This is an optimization exercise on Yosys and OpenROAD, whose aim is a short achievable clock period and few clock cycles per item, not a production implementation. Function was checked by simulation only, so behaviour that the tests miss may differ from the original. Power figures rest on the tool's default switching activity, not on a simulated workload.

## design/flow/run.sh

```bash
#!/bin/bash
# synth_recipe.tcl (not shown) runs the flow's synth.tcl, then flattens the netlist and writes it again
# the make line also repeats each setting of config.mk as NAME=value (left out here)
make -C /OpenROAD-flow-scripts/flow DESIGN_CONFIG=/design/flow/config.mk WORK_HOME=/design/flow/orfs CLKGATE_MAP_FILE= SYNTH_SCRIPT=/design/flow/synth_recipe.tcl finish
```

## design/flow/constraint.sdc

```tcl
create_clock -name core_clock -period 11.0 [get_ports {clk}]
set_input_delay 2.2000 -clock core_clock [delete_from_list [all_inputs] [get_ports {clk}]]
set_output_delay 2.2000 -clock core_clock [all_outputs]
set_load 0.01 [all_outputs]
```

## design/flow/config.mk

```make
export PLATFORM = sky130hd
export DESIGN_NAME = sliding_window_mean_stddev
export DESIGN_NICKNAME = sliding_window_mean_stddev
export VERILOG_FILES = /design/flow/design.v
export SDC_FILE = /design/flow/constraint.sdc
export NUM_CORES = 4
export LEC_CHECK = 0
export CAP_MARGIN = 20
export CORE_MARGIN = 2
export CORE_UTILIZATION = 50
export SETUP_SLACK_MARGIN = 5
export SLEW_MARGIN = 20
```

## design/flow/design.v

```verilog
`default_nettype none
package swms_pkg;
    localparam int WINDOW_MAX   = 128;
    localparam int WINDOW_RESET = 100;
    localparam int SAMPLE_W = 16;
    localparam int LEN_W    = 8;
    localparam int PTR_W    = $clog2(WINDOW_MAX);
    localparam int FILL_W   = $clog2(WINDOW_MAX + 1);
    localparam int SUM_W    = SAMPLE_W + PTR_W + 1;
    localparam int SQSUM_W  = 2 * SAMPLE_W + PTR_W - 1;
endpackage
`default_nettype wire
`default_nettype none
module swms_ram #(
    parameter int WIDTH = 16,
    parameter int DEPTH = 128
) (
    input  wire logic                     clk,
    input  wire logic                     we,
    input  wire logic [$clog2(DEPTH)-1:0] waddr,
    input  wire logic [WIDTH-1:0]         wdata,
    input  wire logic                     re,
    input  wire logic [$clog2(DEPTH)-1:0] raddr,
    output logic      [WIDTH-1:0]         rdata
);
    logic [WIDTH-1:0] mem [DEPTH];
    always_ff @(posedge clk)
    begin
        if (we)
        begin
            mem[waddr] <= wdata;
        end
        if (re)
        begin
            rdata <= mem[raddr];
        end
    end
endmodule
`default_nettype wire
`default_nettype none
module swms_csa #(
    parameter int R = 3,
    parameter int W = 8
) (
    input  wire logic [R*W-1:0] rows,
    output logic      [W-1:0]   s,
    output logic      [W-1:0]   c
);
    function automatic int rows_at(input int r0, input int l);
        int n;
        n = r0;
        for (int i = 0; i < l; i++)
            n = 2 * (n / 3) + n % 3;
        rows_at = n;
    endfunction
    function automatic int levels(input int r0);
        int n;
        int l;
        n = r0;
        l = 0;
        for (int i = 0; i < 64; i++) begin
            if (n > 2) begin
                n = 2 * (n / 3) + n % 3;
                l = l + 1;
            end
        end
        levels = l;
    endfunction
    localparam int L = levels(R);
    logic [(L+1)*R*W-1:0] lv;
    assign lv[R*W-1:0] = rows;
    for (genvar l = 0; l < L; l++) begin : g_l
        localparam int N  = rows_at(R, l);
        localparam int G  = N / 3;
        localparam int NN = rows_at(R, l + 1);
        for (genvar g = 0; g < G; g++) begin : g_g
            logic [W-1:0] a, b, d;
            assign a = lv[((l*R) + 3*g    )*W +: W];
            assign b = lv[((l*R) + 3*g + 1)*W +: W];
            assign d = lv[((l*R) + 3*g + 2)*W +: W];
            assign lv[(((l+1)*R) + 2*g    )*W +: W] = a ^ b ^ d;
            assign lv[(((l+1)*R) + 2*g + 1)*W +: W] = ((a & b) | (a & d) | (b & d)) << 1;
        end
        for (genvar k = 0; k < N % 3; k++) begin : g_p
            assign lv[(((l+1)*R) + 2*G + k)*W +: W] = lv[((l*R) + 3*G + k)*W +: W];
        end
        if (NN < R) begin : g_z
            assign lv[(((l+1)*R) + NN)*W +: (R-NN)*W] = '0;
        end
    end
    assign s = lv[(L*R)*W +: W];
    if (R > 1) begin : g_c
        assign c = lv[(L*R + 1)*W +: W];
    end else begin : g_c0
        assign c = '0;
    end
endmodule
module swms_sqr_rows #(
    parameter int N  = 16,               
    parameter int SG = 1,                
    parameter int W  = 32                
) (
    input  wire logic [N-1:0] x,
    output logic      [(((SG == 1) ? N-1 : N) / 2 + 1 + SG)*W-1:0] rows
);
    localparam int U  = (SG == 1) ? N - 1 : N;   
    localparam int NR = (U / 2) + 1;             
    logic [U-1:0] u;
    logic         sg;
    assign u  = x[U-1:0];
    assign sg = (SG == 1) ? x[N-1] : 1'b0;
    for (genvar r = 0; r < NR; r++) begin : g_r
        for (genvar k = 0; k < W; k++) begin : g_k
            localparam int EV   = ((k % 2) == 0 && (k / 2) < U) ? 1 : 0;
            localparam int IMIN = (k - U > 0) ? (k - U) : 0;
            localparam int I    = IMIN + r - EV;
            localparam int J    = k - 1 - I;
            if (EV == 1 && r == 0) begin : g_d
                assign rows[r*W + k] = u[k/2];
            end else if (I >= 0 && I < J && J < U) begin : g_x
                assign rows[r*W + k] = u[I] & u[J];
            end else if (SG == 1 && r == 0 && k == 2*N-2) begin : g_s2
                assign rows[r*W + k] = sg;
            end else if (SG == 1 && r == 1 && k == 0) begin : g_s0
                assign rows[r*W + k] = sg;
            end else begin : g_0
                assign rows[r*W + k] = 1'b0;
            end
        end
    end
    if (SG == 1) begin : g_neg
        assign rows[NR*W +: W] = sg ? ~(W'(u) << N) : '0;
    end
endmodule
module swms_sqrt4 #(
    parameter int J0 = 1,
    parameter int NJ = 1
) (
    input  wire logic [47:0] rad_i,
    input  wire logic [25:0] rem_i,
    input  wire logic [23:0] root_i,
    input  wire logic [25:0] w_i,
    output logic      [25:0] rem_o,
    output logic      [23:0] root_o,
    output logic      [25:0] w_o
);
    logic [NJ:0][25:0] rem_a;
    logic [NJ:0][23:0] root_a;
    logic [NJ:0][25:0] w_a;
    assign rem_a[0]  = rem_i;
    assign root_a[0] = root_i;
    assign w_a[0]    = w_i;
    for (genvar t = 0; t < NJ; t++) begin : g_d
        localparam int J = J0 + t;
        localparam int XW = 2*J + 3;             
        localparam int DW = 2*J + 4;             
        logic [XW-1:0]  x;
        logic [DW-1:0]  d1, d2, d3;
        logic [1:0]     q;
        logic [2*J:0]   rn;
        logic [2*J+1:0] wn;
        if (J == 1) begin : g_f
            assign x  = {1'b0, rad_i[47:44]};
            assign d1 = DW'(x) - DW'(1);
            assign d2 = DW'(x) - DW'(4);
            assign d3 = DW'(x) - DW'(9);
            always_comb begin
                if (!d3[DW-1])
                    wn = 4'd10;
                else if (!d2[DW-1])
                    wn = 4'd7;
                else if (!d1[DW-1])
                    wn = 4'd4;
                else
                    wn = 4'd1;
            end
        end else begin : g_n
            logic [2*J-3:0] r;
            logic [2*J-1:0] w, wm1, wp1;
            assign r   = root_a[t][2*J-3:0];
            assign w   = w_a[t][2*J-1:0];
            assign wm1 = w - 1'b1;
            assign wp1 = w + 1'b1;
            assign x   = {rem_a[t][2*J-2:0], rad_i[47-4*(J-1) -: 4]};
            assign d1  = DW'(x) - DW'({r, 3'b001});
            assign d2  = DW'(x) - DW'({r, 4'b0100});
            assign d3  = DW'(x) - DW'({w, 3'b001});
            always_comb begin
                if (!d3[DW-1])
                    wn = {wp1, 2'b10};
                else if (!d2[DW-1])
                    wn = {w, 2'b11};
                else if (!d1[DW-1])
                    wn = {w, 2'b00};
                else
                    wn = {wm1, 2'b01};
            end
        end
        always_comb begin
            if (!d3[DW-1]) begin
                q  = 2'd3;
                rn = d3[2*J:0];
            end else if (!d2[DW-1]) begin
                q  = 2'd2;
                rn = d2[2*J:0];
            end else if (!d1[DW-1]) begin
                q  = 2'd1;
                rn = d1[2*J:0];
            end else begin
                q  = 2'd0;
                rn = x[2*J:0];
            end
        end
        assign rem_a[t+1] = 26'(rn);
        assign w_a[t+1]   = 26'(wn);
        if (J == 1) begin : g_rf
            assign root_a[t+1] = 24'(q);
        end else begin : g_rn
            assign root_a[t+1] = 24'({root_a[t][2*J-3:0], q});
        end
    end
    assign rem_o  = rem_a[NJ];
    assign root_o = root_a[NJ];
    assign w_o    = w_a[NJ];
endmodule
module sliding_window_mean_stddev (
    input  wire logic                               clk,
    input  wire logic                               rst_n,
    input  wire logic                               sample_valid,
    output logic                                    sample_stall,
    input  wire logic signed [swms_pkg::SAMPLE_W-1:0] sample,
    output logic                                    result_valid,
    input  wire logic                               result_stall,
    output logic signed [swms_pkg::SAMPLE_W-1:0]    mean,
    output logic        [swms_pkg::SAMPLE_W-1:0]    deviation,
    output logic                                    valid_res,
    input  wire logic                               cfg_valid,
    output logic                                    cfg_ready,
    input  wire logic   [swms_pkg::LEN_W-1:0]       window_length
);
    localparam int WINDOW_RESET = swms_pkg::WINDOW_RESET;
    localparam int QW = 48;              
    localparam int PW = 54;              
    localparam int NSQ = 11;
    localparam logic [4*NSQ-1:0] SQD = 44'h111_1111_1112;
    function automatic int sq_first(input int g);
        int f;
        f = 1;
        for (int i = 0; i < NSQ; i++)
            if (i < g)
                f = f + int'(SQD[4*i +: 4]);
        sq_first = f;
    endfunction
    localparam int LAT        = 9 + NSQ;
    localparam int FIFO_DEPTH = LAT + 1;
    localparam int CNT_W      = $clog2(FIFO_DEPTH + 1);
    logic [127:0][29:0] recip_tab;
    logic [127:0][31:0] recip3_tab;
    for (genvar i = 0; i < 128; i++) begin : g_recip
        localparam longint NN = (i == 0) ? 128 : i;
        localparam longint RR = ((64'd1 << 29) + NN - 1) / NN;
        assign recip_tab[i]  = 30'(RR);
        assign recip3_tab[i] = 32'(3 * RR);
    end
    logic                 full_reg;
    logic                 take, pop;
    logic [CNT_W-1:0]     infl_reg;
    assign sample_stall = cfg_valid | full_reg;
    assign cfg_ready    = 1'b1;
    assign take         = sample_valid & ~cfg_valid & ~full_reg;
    logic        s0_v, s0_c;
    logic [15:0] s0_x;
    logic [7:0]  s0_n;
    logic [7:0]  len_clamped;
    always_comb begin
        if (window_length == 8'd0)
            len_clamped = 8'd1;
        else if (window_length > 8'd128)
            len_clamped = 8'd128;
        else
            len_clamped = window_length;
    end
    always_ff @(posedge clk or negedge rst_n) begin
        if (!rst_n) begin
            s0_v <= 1'b0;
            s0_c <= 1'b1;
            s0_n <= 8'(WINDOW_RESET);
        end else begin
            s0_v <= take;
            s0_c <= cfg_valid;
            s0_n <= len_clamped;
        end
    end
    always_ff @(posedge clk) begin
        s0_x <= sample;
    end
    logic [127:0][15:0] ring;
    logic [127:0]       oh_reg;         
    logic [6:0]         ptr_reg;        
    logic [6:0]         nm1_reg;        
    logic [7:0]         n_reg;
    logic               wfull_reg;      
    logic               wrap;
    logic [15:0]        old_raw;
    assign wrap = (ptr_reg == nm1_reg);
    always_comb begin
        old_raw = '0;
        for (int i = 0; i < 128; i++)
            old_raw = old_raw | (ring[i] & {16{oh_reg[i]}});
    end
    always_ff @(posedge clk) begin
        if (s0_c) begin
            oh_reg    <= 128'd1;
            ptr_reg   <= '0;
            nm1_reg   <= 7'(s0_n - 8'd1);
            n_reg     <= s0_n;
            wfull_reg <= 1'b0;
        end else if (s0_v) begin
            oh_reg    <= wrap ? 128'd1 : {oh_reg[126:0], 1'b0};
            ptr_reg   <= wrap ? 7'd0 : ptr_reg + 7'd1;
            wfull_reg <= wfull_reg | wrap;
        end
    end
    always_ff @(posedge clk) begin
        for (int i = 0; i < 128; i++)
            if (s0_v && oh_reg[i])
                ring[i] <= s0_x;
    end
    logic               s1_v, s1_c, s1_ok;
    logic [7:0]         s1_n;
    logic [15:0]        s1_x, s1_old;
    always_ff @(posedge clk or negedge rst_n) begin
        if (!rst_n)
            s1_v <= 1'b0;
        else
            s1_v <= s0_v;
    end
    always_ff @(posedge clk) begin
        s1_c   <= s0_c;
        s1_ok  <= wfull_reg | wrap;
        s1_n   <= n_reg;
        s1_x   <= s0_x;
        s1_old <= wfull_reg ? old_raw : 16'd0;
    end
    localparam int SQR_R = 15 / 2 + 2;
    logic [SQR_R*QW-1:0] xsq_rows, osq_rows;
    logic [QW-1:0]       xsq_s, xsq_c, osq_s, osq_c;
    swms_sqr_rows #(.N(16), .SG(1), .W(QW)) u_xsq_rows (.x(s1_x),   .rows(xsq_rows));
    swms_sqr_rows #(.N(16), .SG(1), .W(QW)) u_osq_rows (.x(s1_old), .rows(osq_rows));
    swms_csa #(.R(SQR_R), .W(QW)) u_xsq (.rows(xsq_rows), .s(xsq_s), .c(xsq_c));
    swms_csa #(.R(SQR_R), .W(QW)) u_osq (.rows(osq_rows), .s(osq_s), .c(osq_c));
    logic [23:0]     sum_a, sum_x, sum_o;
    logic [23:0]     sum_s, sum_c;
    logic [23:0]     sum_reg;
    assign sum_a = s1_c ? 24'd0 : sum_reg;
    assign sum_x = s1_v ? {{8{s1_x[15]}}, s1_x} : 24'd0;
    assign sum_o = s1_v ? ~{{8{s1_old[15]}}, s1_old} : 24'hFFFFFF;
    assign sum_s = sum_a ^ sum_x ^ sum_o;
    logic [23:0]     sum_m;
    assign sum_m = (sum_a & sum_x) | (sum_a & sum_o) | (sum_x & sum_o);
    assign sum_c = {sum_m[22:0], 1'b1};
    logic [QW-1:0]      s2_xs, s2_xc, s2_os, s2_oc;
    logic               s2_v, s2_c, s2_ok;
    logic [7:0]         s2_n;
    always_ff @(posedge clk or negedge rst_n) begin
        if (!rst_n)
            s2_v <= 1'b0;
        else
            s2_v <= s1_v;
    end
    always_ff @(posedge clk) begin
        sum_reg <= sum_s + sum_c;
        s2_c  <= s1_c;
        s2_ok <= s1_ok;
        s2_n  <= s1_n;
        s2_xs <= xsq_s;
        s2_xc <= xsq_c;
        s2_os <= osq_s;
        s2_oc <= osq_c;
    end
    logic [7*QW-1:0]  qacc_rows;
    logic [QW-1:0]    qacc_s, qacc_c;
    logic [QW-1:0]    qs_reg, qc_reg;
    assign qacc_rows = {qs_reg, qc_reg, s2_xs, s2_xc, ~s2_os, ~s2_oc, QW'(2)};
    swms_csa #(.R(7), .W(QW)) u_qacc (.rows(qacc_rows), .s(qacc_s), .c(qacc_c));
    logic [22:0]        s3_a;
    logic               s3_neg;
    logic [29:0]        s3_m;
    logic [31:0]        s3_m3;
    logic               s3_v, s3_ok;
    logic [7:0]         s3_n;
    always_ff @(posedge clk or negedge rst_n) begin
        if (!rst_n)
            s3_v <= 1'b0;
        else
            s3_v <= s2_v;
    end
    always_ff @(posedge clk) begin
        if (s2_c) begin
            qs_reg <= '0;
            qc_reg <= '0;
        end else if (s2_v) begin
            qs_reg <= qacc_s;
            qc_reg <= qacc_c;
        end
        s3_ok  <= s2_ok;
        s3_n   <= s2_n;
        s3_neg <= sum_reg[23];
        s3_a   <= 23'(sum_reg[23] ? -sum_reg : sum_reg);
        s3_m   <= s2_ok ? recip_tab[s2_n[6:0]]  : '0;
        s3_m3  <= s2_ok ? recip3_tab[s2_n[6:0]] : '0;
    end
    localparam int SSQ_R = 23 / 2 + 1;
    logic [SSQ_R*QW-1:0] ssq_rows;
    logic [QW-1:0]       ssq_s, ssq_c;
    swms_sqr_rows #(.N(23), .SG(0), .W(QW)) u_ssq_rows (.x(s3_a), .rows(ssq_rows));
    swms_csa #(.R(SSQ_R), .W(QW)) u_ssq (.rows(ssq_rows), .s(ssq_s), .c(ssq_c));
    logic [12*PW-1:0] mq_rows;
    logic [PW-1:0]    mq_s0, mq_c0, mq_s1, mq_c1;
    for (genvar i = 0; i < 12; i++) begin : g_mq
        logic [1:0] dg;
        assign dg = (i == 11) ? {1'b0, s3_a[22]} : s3_a[2*i +: 2];
        assign mq_rows[i*PW +: PW] =
            (dg == 2'd1) ? (PW'(s3_m)  << (2*i)) :
            (dg == 2'd2) ? (PW'(s3_m)  << (2*i+1)) :
            (dg == 2'd3) ? (PW'(s3_m3) << (2*i)) : '0;
    end
    swms_csa #(.R(6), .W(PW)) u_mq0 (.rows(mq_rows[0 +: 6*PW]),    .s(mq_s0), .c(mq_c0));
    swms_csa #(.R(6), .W(PW)) u_mq1 (.rows(mq_rows[6*PW +: 6*PW]), .s(mq_s1), .c(mq_c1));
    logic [QW-1:0]      s4_q, s4_ss, s4_sc;
    logic [4*PW-1:0]    s4_mrows;
    logic               s4_neg;
    logic [29:0]        s4_m;
    logic [31:0]        s4_m3;
    logic [7:0]         s4_n;
    logic               s4_v, s4_ok;
    always_ff @(posedge clk or negedge rst_n) begin
        if (!rst_n)
            s4_v <= 1'b0;
        else
            s4_v <= s3_v;
    end
    always_ff @(posedge clk) begin
        s4_ok    <= s3_ok;
        s4_n     <= s3_n;
        s4_q     <= qs_reg + qc_reg;
        s4_ss    <= ssq_s;
        s4_sc    <= ssq_c;
        s4_mrows <= {mq_s0, mq_c0, mq_s1, mq_c1};
        s4_neg   <= s3_neg;
        s4_m     <= s3_m;
        s4_m3    <= s3_m3;
    end
    logic [11*QW-1:0] v_rows;
    logic [QW-1:0]    v_s, v_c;
    for (genvar i = 0; i < 8; i++) begin : g_nq
        assign v_rows[i*QW +: QW] = s4_n[i] ? (s4_q << i) : '0;
    end
    assign v_rows[8*QW  +: QW] = ~s4_ss;
    assign v_rows[9*QW  +: QW] = ~s4_sc;
    assign v_rows[10*QW +: QW] = QW'(2);
    swms_csa #(.R(11), .W(QW)) u_v (.rows(v_rows), .s(v_s), .c(v_c));
    logic [PW-1:0]      mq_s, mq_c;
    swms_csa #(.R(4), .W(PW)) u_mq (.rows(s4_mrows), .s(mq_s), .c(mq_c));
    logic [QW-1:0]      s5_vs, s5_vc;
    logic [PW-1:0]      s5_ms, s5_mc;
    logic               s5_neg;
    logic [29:0]        s5_m;
    logic [31:0]        s5_m3;
    logic               s5_v, s5_ok;
    always_ff @(posedge clk or negedge rst_n) begin
        if (!rst_n)
            s5_v <= 1'b0;
        else
            s5_v <= s4_v;
    end
    always_ff @(posedge clk) begin
        s5_ok  <= s4_ok;
        s5_vs  <= v_s;
        s5_vc  <= v_c;
        s5_ms  <= mq_s;
        s5_mc  <= mq_c;
        s5_neg <= s4_neg;
        s5_m   <= s4_m;
        s5_m3  <= s4_m3;
    end
    logic [QW-1:0]      s6_rad;
    logic [15:0]        s6_q;
    logic               s6_neg;
    logic [29:0]        s6_m;
    logic [31:0]        s6_m3;
    logic               s6_v, s6_ok;
    logic [PW-1:0]      mprod;
    assign mprod = s5_ms + s5_mc;
    always_ff @(posedge clk or negedge rst_n) begin
        if (!rst_n)
            s6_v <= 1'b0;
        else
            s6_v <= s5_v;
    end
    always_ff @(posedge clk) begin
        s6_ok  <= s5_ok;
        s6_rad <= s5_vs + s5_vc;
        s6_q   <= mprod[44:29];
        s6_neg <= s5_neg;
        s6_m   <= s5_m;
        s6_m3  <= s5_m3;
    end
    logic [NSQ:0][47:0] sq_rad;
    logic [NSQ:0][25:0] sq_rem;
    logic [NSQ:0][23:0] sq_root;
    logic [NSQ:0][25:0] sq_w;
    logic [NSQ:0][29:0] sq_m;
    logic [NSQ:0][31:0] sq_m3;
    logic [NSQ:0]       sq_v, sq_ok;
    logic [NSQ:0][15:0] sq_mean;
    logic [NSQ:0][PW-1:0] sq_ds, sq_dc;
    logic [NSQ-1:0][25:0] sq_rem_n;
    logic [NSQ-1:0][23:0] sq_root_n;
    logic [NSQ-1:0][25:0] sq_w_n;
    logic [NSQ-1:0][PW-1:0] sq_ds_n, sq_dc_n;
    assign sq_rad[0]  = s6_rad;
    assign sq_rem[0]  = '0;
    assign sq_root[0] = '0;
    assign sq_w[0]    = 26'd1;
    assign sq_m[0]    = s6_m;
    assign sq_m3[0]   = s6_m3;
    assign sq_v[0]    = s6_v;
    assign sq_ok[0]   = s6_ok;
    assign sq_mean[0] = s6_neg ? 16'(-s6_q) : s6_q;
    assign sq_ds[0]   = '0;
    assign sq_dc[0]   = '0;
    function automatic logic [PW-1:0] drow(input logic [1:0] q, input logic [29:0] m,
                                           input logic [31:0] m3, input int j);
        case (q)
            2'd1:    drow = PW'(m)  << (2*(12-j));
            2'd2:    drow = PW'(m)  << (2*(12-j)+1);
            2'd3:    drow = PW'(m3) << (2*(12-j));
            default: drow = '0;
        endcase
    endfunction
    for (genvar g = 0; g < NSQ; g++) begin : g_sqst
        localparam int JF = sq_first(g);           
        swms_sqrt4 #(.J0(JF), .NJ(int'(SQD[4*g +: 4]))) u_sq (
            .rad_i(sq_rad[g]), .rem_i(sq_rem[g]), .root_i(sq_root[g]), .w_i(sq_w[g]),
            .rem_o(sq_rem_n[g]), .root_o(sq_root_n[g]), .w_o(sq_w_n[g]));
        if (g == 0) begin : g_d0
            assign sq_ds_n[g] = '0;
            assign sq_dc_n[g] = '0;
        end else if (SQD[4*(g-1) +: 4] == 4'd2) begin : g_d2
            logic [4*PW-1:0] rr;
            assign rr = {sq_ds[g], sq_dc[g],
                         drow(sq_root[g][3:2], sq_m[g], sq_m3[g], JF-2),
                         drow(sq_root[g][1:0], sq_m[g], sq_m3[g], JF-1)};
            swms_csa #(.R(4), .W(PW)) u_acc (.rows(rr), .s(sq_ds_n[g]), .c(sq_dc_n[g]));
        end else begin : g_d1
            logic [3*PW-1:0] rr;
            assign rr = {sq_ds[g], sq_dc[g],
                         drow(sq_root[g][1:0], sq_m[g], sq_m3[g], JF-1)};
            swms_csa #(.R(3), .W(PW)) u_acc (.rows(rr), .s(sq_ds_n[g]), .c(sq_dc_n[g]));
        end
        always_ff @(posedge clk or negedge rst_n) begin
            if (!rst_n)
                sq_v[g+1] <= 1'b0;
            else
                sq_v[g+1] <= sq_v[g];
        end
        always_ff @(posedge clk) begin
            sq_rad[g+1]  <= sq_rad[g];
            sq_rem[g+1]  <= sq_rem_n[g];
            sq_root[g+1] <= sq_root_n[g];
            sq_w[g+1]    <= sq_w_n[g];
            sq_m[g+1]    <= sq_m[g];
            sq_m3[g+1]   <= sq_m3[g];
            sq_ok[g+1]   <= sq_ok[g];
            sq_mean[g+1] <= sq_mean[g];
            sq_ds[g+1]   <= sq_ds_n[g];
            sq_dc[g+1]   <= sq_dc_n[g];
        end
    end
    logic [3*PW-1:0] fin_rows;
    logic [PW-1:0]   fin_s, fin_c;
    assign fin_rows = {sq_ds[NSQ], sq_dc[NSQ],
                       drow(sq_root[NSQ][1:0], sq_m[NSQ], sq_m3[NSQ], 12)};
    swms_csa #(.R(3), .W(PW)) u_fin (.rows(fin_rows), .s(fin_s), .c(fin_c));
    logic [PW-1:0] sd_s, sd_c;
    logic [15:0]   sd_mean;
    logic          sd_v, sd_ok;
    logic [PW-1:0] dprod;
    always_ff @(posedge clk or negedge rst_n) begin
        if (!rst_n)
            sd_v <= 1'b0;
        else
            sd_v <= sq_v[NSQ];
    end
    always_ff @(posedge clk) begin
        sd_ok   <= sq_ok[NSQ];
        sd_mean <= sq_mean[NSQ];
        sd_s    <= fin_s;
        sd_c    <= fin_c;
    end
    assign dprod = sd_s + sd_c;
    logic [32:0]                   res_d;
    logic [FIFO_DEPTH-1:0][32:0]   fifo;
    logic [CNT_W-1:0]              fcnt_reg;
    logic                          rv_reg;
    logic                          push;
    logic                          infl_top;      
    assign push  = sd_v;
    assign res_d = {sd_ok, sd_mean, dprod[44:29]};
    assign pop   = rv_reg & ~result_stall;
    assign result_valid = rv_reg;
    assign valid_res    = fifo[0][32];
    assign mean         = fifo[0][31:16];
    assign deviation    = fifo[0][15:0];
    assign infl_top = (infl_reg == CNT_W'(FIFO_DEPTH - 1));
    always_ff @(posedge clk or negedge rst_n) begin
        if (!rst_n) begin
            fcnt_reg <= '0;
            rv_reg   <= 1'b0;
            infl_reg <= '0;
            full_reg <= 1'b0;
        end else begin
            case ({push, pop})
                2'b10:   fcnt_reg <= fcnt_reg + 1'b1;
                2'b01:   fcnt_reg <= fcnt_reg - 1'b1;
                default: fcnt_reg <= fcnt_reg;
            endcase
            rv_reg <= push | (fcnt_reg > CNT_W'(1)) | (rv_reg & ~pop);
            case ({take, pop})
                2'b10:   infl_reg <= infl_reg + 1'b1;
                2'b01:   infl_reg <= infl_reg - 1'b1;
                default: infl_reg <= infl_reg;
            endcase
            full_reg <= full_reg ? ~pop : (infl_top & take & ~pop);
        end
    end
    always_ff @(posedge clk) begin
        for (int i = 0; i < FIFO_DEPTH; i++) begin
            if (pop) begin
                if (push && (CNT_W'(i) == fcnt_reg - CNT_W'(1)))
                    fifo[i] <= res_d;
                else if (i + 1 < FIFO_DEPTH)
                    fifo[i] <= fifo[i+1];
            end else begin
                if (push && (CNT_W'(i) == fcnt_reg))
                    fifo[i] <= res_d;
            end
        end
    end
endmodule
`default_nettype wire
```

==> results of run 1 <==
-- synth_stat cells (66+ instances only) --
cell,number
nand4_1,244
o211ai_1,81
ha_1,1144
xnor2_1,482
nand3_1,196
a31oi_1,123
a221oi_1,299
o21ai_0,770
xor2_1,149
and2_1,939
mux2i_1,444
a211oi_1,136
a22o_1,512
fa_1,1377
o21a_1,105
edfxtp_1,2756
nor2b_1,92
nor3_1,219
a22oi_1,742
nor2_1,1101
nor4_1,88
nand2b_1,142
nand2_1,2049
a21o_1,198
o31ai_1,118
buf_1,116
clkbuf_1,1114
inv_1,2892
and3_1,66
dfxtp_1,3448
mux2_2,348
a21oi_1,958
-- layout make-up --
cell class	instances	share of cell area [%]
sequential	6244	48.9
multi-input combinational	13800	36.1
clock buffer	905	5.86
inverter	2899	3.48
tap	7479	2.99
timing repair buffer	559	1.42
clock inverter	281	1.14
antenna	74	0.0592
-- metal layers --
metal	wire (um)	GRT usage, %	share of wire (%)	vias to the layer above
li1	-	-	-	83200
met1	360000	42.0	40	94200
met2	381000	46.0	42	11600
met3	116000	10.8	13	2784
met4	53300	14.7	5.8	38
met5	446	0.0926	0.049	-
-- stage by stage --
step / util [%] / setup WS (ns) / std cells
floorplan: - / 5.76 / 24200
global placement: 51.9 / 5.32 / 31000
detailed placement: 51.9 / 5.43 / 31000
CTS: 55.8 / 5.47 / 32200
global route: 55.8 / 5.44 / 32200
finish: 55.9 / 5.48 / 32300
-- worst register-to-register path: stages (launching register included) --
cell      delay (ns)
dfxtp_1         0.40
clkinv_1        0.82
ha_1            0.67
o21a_1          0.13
o21a_1          0.18
o21ai_0         0.28
a21boi_0        0.19
o21a_1          0.21
o21ai_0         0.21
a21oi_1         0.10
buf_4           0.20
nor3_1          0.87
a41oi_1         0.28
xnor2_1         0.19
-- logic make-up after synthesis --
group | share of synthesized area, %
AND/OR/NAND/NOR | 8.86
other | 0.00268
XOR/XNOR | 1.97
multiplexers | 3.02
flip-flops | 54.4
adder cells (fa/ha/maj) | 14.9
AO/OA/AOI/OAI | 11.2
buffers and inverters | 5.63
-- where the power goes --
| part | leakage (nW) | internal (W) | switching, W |
|---|---|---|---|
| Combinational | 64.4 | 0.0135 | 0.0199 |
| Clock | 10.7 | 0.0130 | 0.00941 |
| Sequential | 54.3 | 0.0277 | 0.00268 |
-- worst max path at each step --
stage / slack (ns) / endpoint / depth (start not counted)
CTS: 5.47 / sample_stall / 4
finish: 5.48 / sample_stall / 4
detailed placement: 5.43 / infl_reg[4] / 14
global route: 5.44 / sample_stall / 4
global placement: 5.32 / infl_reg[4] / 14
floorplan: 5.76 / fifo[660] / 5
==> summary.md, run 1 <==
| Metric | Value |
|---|---|
| Synth warn | `12` |
| Number of DRC markers in iteration 0 | `between 20000 and 30000` |
| Nets | `26700` |
| R2r setup slk | `6.16 ns` |
| Worst Tran Pin Value | `1.38 ns` |
| Initial antenna violation count | `84` |
| Area leader, netlist | `edfxtp_1` |
| RSZ-0062 raised after global routing | `no` |
| Largest net degree at the start of global routing | `170` |
| Fillers | `47000` |
| Number of CTS-inserted buffers | `around 640` |
| Port Buffer Count | `63` |
| DRT Pass-1 Iters | `8` |
| P_leak | `129 nW` |
| Register area share after synthesis | `54.4%` |
| Sink Count | `6244` |
| Crit path capture type | `primary output` |
| Core area | `560000 um2` |
| Routed wire per std cell | `28.2 um` |
| CTS Hold Buffers Added | `0` |
| Post-synth cell types | `approximately 100` |
| Crit-path cells | `clkdlybuf4s50_1 > nor2_1 > inv_1 > clkdlybuf4s50_1` |
| Hold WC Path Type | `reg2reg` |
| Hold path endpoint | `sq_m[44]` |
| Final setup viols | `0` |
| Post-Syn Area | `around 280000 um2` |
| Largest stage delay, worst path | `about 0.52 ns` |
| Outcome | `complete, no violations` |
| Yosys top cell area share | `29.5%` |
| Type of the worst setup path | `in2out` |
| Ys async rst share | `0.641%` |
| WP data required | `between 8 and 9 ns` |
| Reg area | `approximately 150000 um2` |
| Via count | `192000` |
| Maximum VDD drop | `0.000284 V` |
| Pwr Total | `0.0862 W` |
| Reg2reg end | `g_sqst[4].u_sq.g_d[0].g_n.w[9]` |
| Max Clock Freq | `0.181 GHz` |
| Clock skew | `roughly 0.12 ns` |
| Max FFs per register | `between 2000 and 2500` |
| Synth-to-Final Area Change | `11.5%` |
| Max-cap violations | `0` |
| R2R depth | `13` |
| Tot GR Track Use | `31.4%` |
| Cells after Synth | `24200` |
| Placer congestion estimate | `approximately 1` |
| Synth Flop Type | `dfxtp_1` |
| Hold Worst Slack | `about 0.27 ns` |
| Site row count | `275` |
| Initial Util | `50.1%` |
| Most frequent cells in the layout | `3290 x dfxtp_1, 2887 x inv_1, 2756 x edfxtp_1` |
| Gr ovfl total | `0` |
| Largest register by flop count | `ring` |
| Power per cell area | `276 nW/um2` |
| Hpwl dp | `603000 um` |
| CTS HTree Levels | `6` |
| Vias in the first global route | `186000` |
| CTS Buffer Depth | `4` |
| Number of buffers and inverters on the critical path | `3` |
| Ports | `65` |
| Global-route wire length before repair | `1310000 um` |
| Critical Path Fanout Max | `2` |
| Die ar. | `568000 um2` |
| Ranking of synthesized cells by area | `edfxtp_1 29%, dfxtp_1 25%, fa_1 9.8%, ha_1 5.1%, inv_1 3.9%` |
| Drt total wl | `911000 um` |
| Endpoints failing hold | `0` |
| Layout cells sized above 1 | `9.28%` |
| Placed inst area | `just under 300000 um2` |
| DRC errors left | `0` |
| Hold depth | `0` |
| Die height | `753 um` |
| Setup_tns | `0 ns` |
| Crit path time final | `5.52 ns` |
| Clk slew on worst S/H paths | `0.06 ns` |
| Period utilization | `about 50%` |
| Slew Limit Fails | `0` |
| RR Startpoint | `g_sqst[3].u_sq.g_d[0].g_n.r[0]` |
| Critical path launch point | `cfg_valid` |
| Number of flops mapped to enable cells by yosys | `2756` |
| Clock root buffer master | `clkbuf_16` |
| Most frequent CP cell | `clkdlybuf4s50_1` |
| Worst Hold Launch | `s6_m[14]` |
| Register bit total from synthesis | `roughly 6200` |
| CTS tree | `yes` |
| Syn avg cell area | `11.6 um2` |
| Post-route ant nets | `0` |
| Most common cell after layout, fill and taps aside | `dfxtp_1` |
| Top cell family by delay on the critical path | `buffers and inverters` |
| Worst EP arrival | `3.32 ns` |
| Resized cells post-CTS | `0` |
| Vias per inst | `5.95` |
| Multi-input logic area | `113000 um2` |
| Die Wd | `~750 um` |
| Cell area after layout | `between 300000 and 400000 um2` |
| Worst-Skew Late Latency | `1.15 ns` |
| CP max-delay cell | `clkdlybuf4s50_1` |
| Critical Path Start Type | `input pin` |
| Slew headroom | `7.13%` |
| Setup Fix Bufs, Post-CTS | `0` |
Testbench counts, summed over its fixed seeds: cycles 2,568, items 2,400.
==> inputs of run 2 (changes only) <==
--- a/design/flow/design.v
+++ b/design/flow/design.v
@@ -253,3 +253,3 @@
     endfunction
-    localparam int LAT        = 9 + NSQ;
+    localparam int LAT        = 7 + NSQ;
     localparam int FIFO_DEPTH = LAT + 1;
@@ -270,5 +270,2 @@
     assign take         = sample_valid & ~cfg_valid & ~full_reg;
-    logic        s0_v, s0_c;
-    logic [15:0] s0_x;
-    logic [7:0]  s0_n;
     logic [7:0]  len_clamped;
@@ -282,18 +279,3 @@
     end
-    always_ff @(posedge clk or negedge rst_n) begin
-        if (!rst_n) begin
-            s0_v <= 1'b0;
-            s0_c <= 1'b1;
-            s0_n <= 8'(WINDOW_RESET);
-        end else begin
-            s0_v <= take;
-            s0_c <= cfg_valid;
-            s0_n <= len_clamped;
-        end
-    end
-    always_ff @(posedge clk) begin
-        s0_x <= sample;
-    end
     logic [127:0][15:0] ring;
-    logic [127:0]       oh_reg;         
     logic [6:0]         ptr_reg;        
@@ -303,2 +285,3 @@
     logic               wrap;
+    logic [127:0]       dec;
     logic [15:0]        old_raw;
@@ -306,15 +289,22 @@
     always_comb begin
+        dec = '0;
+        dec[ptr_reg] = 1'b1;
+    end
+    always_comb begin
         old_raw = '0;
         for (int i = 0; i < 128; i++)
-            old_raw = old_raw | (ring[i] & {16{oh_reg[i]}});
+            old_raw = old_raw | (ring[i] & {16{dec[i]}});
     end
-    always_ff @(posedge clk) begin
-        if (s0_c) begin
-            oh_reg    <= 128'd1;
+    always_ff @(posedge clk or negedge rst_n) begin
+        if (!rst_n) begin
+            ptr_reg   <= '0;
+            nm1_reg   <= 7'(WINDOW_RESET - 1);
+            n_reg     <= 8'(WINDOW_RESET);
+            wfull_reg <= 1'b0;
+        end else if (cfg_valid) begin
             ptr_reg   <= '0;
-            nm1_reg   <= 7'(s0_n - 8'd1);
-            n_reg     <= s0_n;
+            nm1_reg   <= 7'(len_clamped - 8'd1);
+            n_reg     <= len_clamped;
             wfull_reg <= 1'b0;
-        end else if (s0_v) begin
-            oh_reg    <= wrap ? 128'd1 : {oh_reg[126:0], 1'b0};
+        end else if (take) begin
             ptr_reg   <= wrap ? 7'd0 : ptr_reg + 7'd1;
@@ -325,4 +315,4 @@
         for (int i = 0; i < 128; i++)
-            if (s0_v && oh_reg[i])
-                ring[i] <= s0_x;
+            if (take && dec[i])
+                ring[i] <= sample;
     end
@@ -332,12 +322,14 @@
     always_ff @(posedge clk or negedge rst_n) begin
-        if (!rst_n)
+        if (!rst_n) begin
             s1_v <= 1'b0;
-        else
-            s1_v <= s0_v;
+            s1_c <= 1'b1;
+        end else begin
+            s1_v <= take;
+            s1_c <= cfg_valid;
+        end
     end
     always_ff @(posedge clk) begin
-        s1_c   <= s0_c;
         s1_ok  <= wfull_reg | wrap;
         s1_n   <= n_reg;
-        s1_x   <= s0_x;
+        s1_x   <= sample;
         s1_old <= wfull_reg ? old_raw : 16'd0;
@@ -555,3 +547,3 @@
             swms_csa #(.R(4), .W(PW)) u_acc (.rows(rr), .s(sq_ds_n[g]), .c(sq_dc_n[g]));
-        end else begin : g_d1
+        end else if (g < NSQ - 1) begin : g_d1
             logic [3*PW-1:0] rr;
@@ -560,2 +552,8 @@
             swms_csa #(.R(3), .W(PW)) u_acc (.rows(rr), .s(sq_ds_n[g]), .c(sq_dc_n[g]));
+        end else begin : g_dl
+            logic [4*PW-1:0] rr;
+            assign rr = {drow(sq_root_n[g][1:0], sq_m[g], sq_m3[g], 12),
+                         sq_ds[g], sq_dc[g],
+                         drow(sq_root[g][1:0], sq_m[g], sq_m3[g], JF-1)};
+            swms_csa #(.R(4), .W(PW)) u_acc (.rows(rr), .s(sq_ds_n[g]), .c(sq_dc_n[g]));
         end
@@ -580,7 +578,2 @@
     end
-    logic [3*PW-1:0] fin_rows;
-    logic [PW-1:0]   fin_s, fin_c;
-    assign fin_rows = {sq_ds[NSQ], sq_dc[NSQ],
-                       drow(sq_root[NSQ][1:0], sq_m[NSQ], sq_m3[NSQ], 12)};
-    swms_csa #(.R(3), .W(PW)) u_fin (.rows(fin_rows), .s(fin_s), .c(fin_c));
     logic [PW-1:0] sd_s, sd_c;
@@ -589,14 +582,7 @@
     logic [PW-1:0] dprod;
-    always_ff @(posedge clk or negedge rst_n) begin
-        if (!rst_n)
-            sd_v <= 1'b0;
-        else
-            sd_v <= sq_v[NSQ];
-    end
-    always_ff @(posedge clk) begin
-        sd_ok   <= sq_ok[NSQ];
-        sd_mean <= sq_mean[NSQ];
-        sd_s    <= fin_s;
-        sd_c    <= fin_c;
-    end
+    assign sd_v    = sq_v[NSQ];
+    assign sd_ok   = sq_ok[NSQ];
+    assign sd_mean = sq_mean[NSQ];
+    assign sd_s    = sq_ds[NSQ];
+    assign sd_c    = sq_dc[NSQ];
     assign dprod = sd_s + sd_c;
==> design/flow/flow/run.sh (new file) <==
#!/bin/bash
set -euo pipefail
cd "$(dirname "$0")/.."
bash standard.sh "BUFFER_PORTS_ARGS=-buffer_cell sky130_fd_sc_hd__buf_4" \
    SETUP_SLACK_MARGIN=6.3 finish > make.log 2>&1
==> design/flow/standard.sh (new file) <==
#!/bin/bash
# synth_recipe.tcl (not shown) runs the flow's synth.tcl, then flattens the netlist and writes it again
# the make line also repeats each setting of config.mk as NAME=value (left out here)
make -C /OpenROAD-flow-scripts/flow DESIGN_CONFIG=/design/flow/config.mk WORK_HOME=/design/flow/orfs CLKGATE_MAP_FILE= SYNTH_SCRIPT=/design/flow/synth_recipe.tcl "${@:-finish}"
--- a/design/flow/config.mk
+++ b/design/flow/config.mk
@@ -10,3 +10,2 @@
 export CORE_UTILIZATION = 50
-export SETUP_SLACK_MARGIN = 5
 export SLEW_MARGIN = 20
removed: design/flow/run.sh
==> run 2 against run 1 <==
Compared with the run above: combinational power down 2%; clock skew increased by 0.031 ns; register-to-register slack better by 0.03 ns; clock power decreased by 5%; synthesized cell count decreased by 5.9%; worst hold slack gained 0.022 ns; clock-buffer cell count shrank 63; sequential share of layout area shrank 1.4 points; global-route usage increased by 4.0 points; area after synthesis decreased by 4.1%; sequential cell count shrank 380; first-iteration DRC count is 13% lower.
==> summary.md, run 2 <==
| Metric | Value |
|---|---|
| Die ar. | `545000 um2 (-4.0%)` |
| Die Wd | `738 um (-2.0%)` |
| Clock root buffer master | `clkbuf_16` |
| Core area | `536000 um2 (-4.2%)` |
| Ports | `65 (unchanged)` |
| Drt total wl | `980000 um (+7.6%)` |
| DRC errors left | `0 (unchanged)` |
| Synth-to-Final Area Change | `12.9%` |
| Grt met1 use | `45.3% (+3.3 points)` |
| Max FFs per register | `2048 (unchanged)` |
| Initial antenna violation count | `91 (+8.3%)` |
| Crit path time final | `4.81 ns (-0.710 ns)` |
| Gr ovfl total | `0 (unchanged)` |
| Pwr Total | `0.0820 W (-4.9%)` |
| CTS Hold Buffers Added | `0 (unchanged)` |
| Global-route wire length before repair | `1370000 um (+4.9%)` |
| Sink Count | `5864 (-6.1%)` |
| Yosys top cell area share | `29.8% (+0.34 points)` |
| CTS Buffer Depth | `4 (unchanged)` |
| Area leader, netlist | `edfxtp_1` |
| Post-synth top cells | `3136 x dfxtp_1, 2807 x inv_1, 2675 x edfxtp_1, 1377 x fa_1, 1320 x nand2_1` |
| Worst-Skew Late Latency | `1.17 ns (+0.02 ns)` |
| Setup ws final | `6.19 ns (+0.710 ns)` |
| RSZ-0062 raised after global routing | `yes` |
| Register bit total from synthesis | `5864 (-6.1%)` |
| Ranking of synthesized cells by area | `edfxtp_1 30%, dfxtp_1 23%, fa_1 10%, ha_1 5.3%, inv_1 3.9%` |
| Vias per inst | `6.02 (+1.2%)` |
| WP data required | `12.06 ns (+3.26 ns)` |
| GR Util met2 | `54.3% (+8.3 points)` |
| Initial Util | `50.2% (+0.090 points)` |
| Most instantiated library cell after synthesis | `dfxtp_1` |
| Number of flops mapped to enable cells by yosys | `2675 (-2.9%)` |
| Largest net degree at the start of global routing | `131 (-23%)` |
| Most common cell after layout, fill and taps aside | `dfxtp_1` |
| Fillers | `45000 (-4.4%)` |
| Max-cap violations | `0 (unchanged)` |
| Hpwl dp | `691000 um (+15%)` |
| DRT Pass-1 Iters | `10 (+2)` |
| Outcome | `complete, no violations` |
| Post-route ant nets | `0 (unchanged)` |
| Period utilization | `43.7% (-6.5 points)` |
| Ys async rst share | `0.904% (+0.26 points)` |
| Tot GR Track Use | `35.4% (+4.0 points)` |
| Routed wire per std cell | `31.7 um (+12%)` |
| Slew headroom | `8.44% (+1.3 points)` |
| Synth warn | `12 (unchanged)` |
| GRT met3 Usage | `8.90% (-1.9 points)` |
| CTS HTree Levels | `6 (unchanged)` |
| Nets | `25700 (-3.9%)` |
| Port Buffer Count | `63 (unchanged)` |
| Largest stage delay, worst path | `0.71 ns (+0.19 ns)` |
| Endpoints failing hold | `0 (unchanged)` |
| Layout cells sized above 1 | `12.3% (+3.1 points)` |
| Syn avg cell area | `11.8 um2 (+1.9%)` |
| Dpl ws | `4.69 ns (-0.738 ns)` |
| Slew Limit Fails | `0 (unchanged)` |
| Synth Flop Type | `dfxtp_1` |
| Clk slew on worst S/H paths | `0.06 ns (about the same)` |
| Most frequent cells in the layout | `3078 x dfxtp_1, 2802 x inv_1, 2675 x edfxtp_1` |
| Max Clock Freq | `0.208 GHz (+15%)` |
| Register area share after synthesis | `53.6% (-0.80 points)` |
| Vias in the first global route | `182000 (-2.0%)` |
| Critical Path Fanout Max | `28 (+26)` |
| Cells after Synth | `22800 (-5.9%)` |
| Power per cell area | `270 nW/um2 (-2.0%)` |
| Worst Tran Pin Value | `1.37 ns (-0.00803 ns)` |
| Busiest layer in global routing | `met2` |
| Maximum VDD drop | `0.000323 V (+14%)` |
| Number of CTS-inserted buffers | `620 (-3.6%)` |
| Clock skew | `0.151 ns (+0.0313 ns)` |
| Setup_tns | `0 ns (unchanged)` |
| CTS tree | `yes` |
| Via count | `186000 (-3.1%)` |
| P_leak | `125 nW (-3.3%)` |
| Most frequent CP cell | `buf_4` |
| Final setup viols | `0 (unchanged)` |
| Post-Syn Area | `269000 um2 (-4.1%)` |
| Crit-path cells | `buf_4 > buf_4 > or3_1 > a21oi_1 > nor2_4 > buf_6 > buf_12 > nor2_1 > buf_4 > a221oi_1 > o21ai_0 > o21ai_0 > o2111ai_1 > o41a_1` |
| Critical Path Start Type | `flop` |
| Worst EP arrival | `5.87 ns (+2.55 ns)` |
| Number of DRC markers in iteration 0 | `22400 (-13%)` |
| Crit path capture type | `flop` |
| Type of the worst setup path | `reg2reg` |
| Die height | `738 um (-2.0%)` |
| Post-synth cell types | `103 (+2.0%)` |
| Largest register by flop count | `ring` |
| Placer congestion estimate | `1.07 (+7.1%)` |
| Hold WC Path Type | `reg2reg` |
| Site row count | `269 (-2.2%)` |
| CP max-delay cell | `nor2_1` |
run 2: routing by layer:
layer / part of all wire, % / vias to the layer above
met5: 0.021 / -
met4: 7.7 / 32
met3: 9.6 / 2682
met2: 44 / 9942
met1: 39 / 93400
li1: - / 79900
run 2: kinds of logic (layout without fill, tap and decap cells):
group	after synthesis	after routing	synth area share [%]
buffers and inverters	3916	4738	5.53
AND/OR/NAND/NOR	4518	4521	8.14
multiplexers	1069	1069	4.28
adder cells (fa/ha/maj)	2526	2526	15.6
AO/OA/AOI/OAI	4279	4279	10.8
flip-flops	5864	5864	53.6
XOR/XNOR	633	633	2.06
other	2	74	0.00279
run 2: power by group:
| group | internal, W | total (W) | switching, W |
|---|---|---|---|
| logic | 0.0128 | 0.0327 | 0.0199 |
| registers | 0.0257 | 0.0282 | 0.00246 |
| clock network | 0.0122 | 0.0212 | 0.00903 |
| total | 0.0507 | 0.0820 | 0.0313 |
run 2: cell type report:
cell class              count  area (um2)  area share, %
flip-flops and latches   5864      145000           47.5
clock inverters           297        3250           1.07
multi-input cells       13000      113000           37.0
inverters                2817       10600           3.48
diodes                     71         178         0.0584
repair buffers            781        6470           2.13
well taps                7181        8980           2.96
clock buffers             842       17400           5.72
repair inverters            1        5.00        0.00165
run 2: critical path: cells and delay by family (launching register included):
family	cells	cell delay, ns
flops	1	0.48
buf+inv	5	1.17
simple gates	3	1.14
compound gates	6	1.95
run 2: final timing paths:
path / start / end / slack [ns] / cells past startpoint
max: ptr_reg[4] / s1_old[10] / 6.19 / 14
min reg2reg: sq_mean[55] / sq_mean[71] / 0.30 / 0
max reg2reg: ptr_reg[4] / s1_old[10] / 6.19 / 14
min: sq_mean[55] / sq_mean[71] / 0.30 / 0
min in group asynchronous: rst_n / sq_v[11] / 0.95 / 1
max in group asynchronous: rst_n / s2_v / 8.89 / 2
run 2: stage by stage:
step	instance area [um2]	hold WS (ns)	utilization [%]	std cells
CTS	303000	0.271	56.5	30800
detailed placement	281000	0.312	52.5	29600
global route	304000	0.294	56.6	30800
global placement	281000	0.309	52.4	29600
floorplan	269000	0.310	-	22800
finish	304000	0.296	56.7	30900
run 2: repair_timing:
item / CTS / global route
setup endpoints to repair: 408 / 99
resized for setup: 113 / 49
cloned: 7 / 2
hold endpoints to repair: 0 / 0
pin swaps: 19 / 12
buffers inserted: 29 / 34
Testbench counts of run 2, summed over its fixed seeds: cycles 2,552, items 2,400.

==> static timing again, ports no longer ideal <==
Ports are ideal in the flow. The routed layouts listed here were re-timed in OpenROAD.
Step 1: set_driving_cell puts a clkbuf_16 on clk and a buf_2 on each other input, an assumption about the parent block.
Step 2 adds t to the input delays and takes it off the output delays; t is the mean of the earliest and latest rising clock arrival at the registers after step 1. Input paths then give back, and output paths get back, about the clock's delay inside the block.
Three values: no drivers, after step 1, after step 2; two values: the first two.
run	t (ns)	slack for setup (ns)	hold slack, ns	slew at the worst register clock pin (ns)	cell pins on the clock port's net
run 1	1.226	5.482 / 5.457 / 5.329	0.273 / 0.273 / 0.273	0.07 / 0.07	1
run 2	1.230	6.193 / 6.014 / 5.455	0.296 / 0.296 / 0.296	0.07 / 0.07	1
After both steps setup and hold are still met in every run listed. For run 2, which loses most, drivers alone change the setup slack by -0.179 ns; drivers and shift together by -0.738 ns.
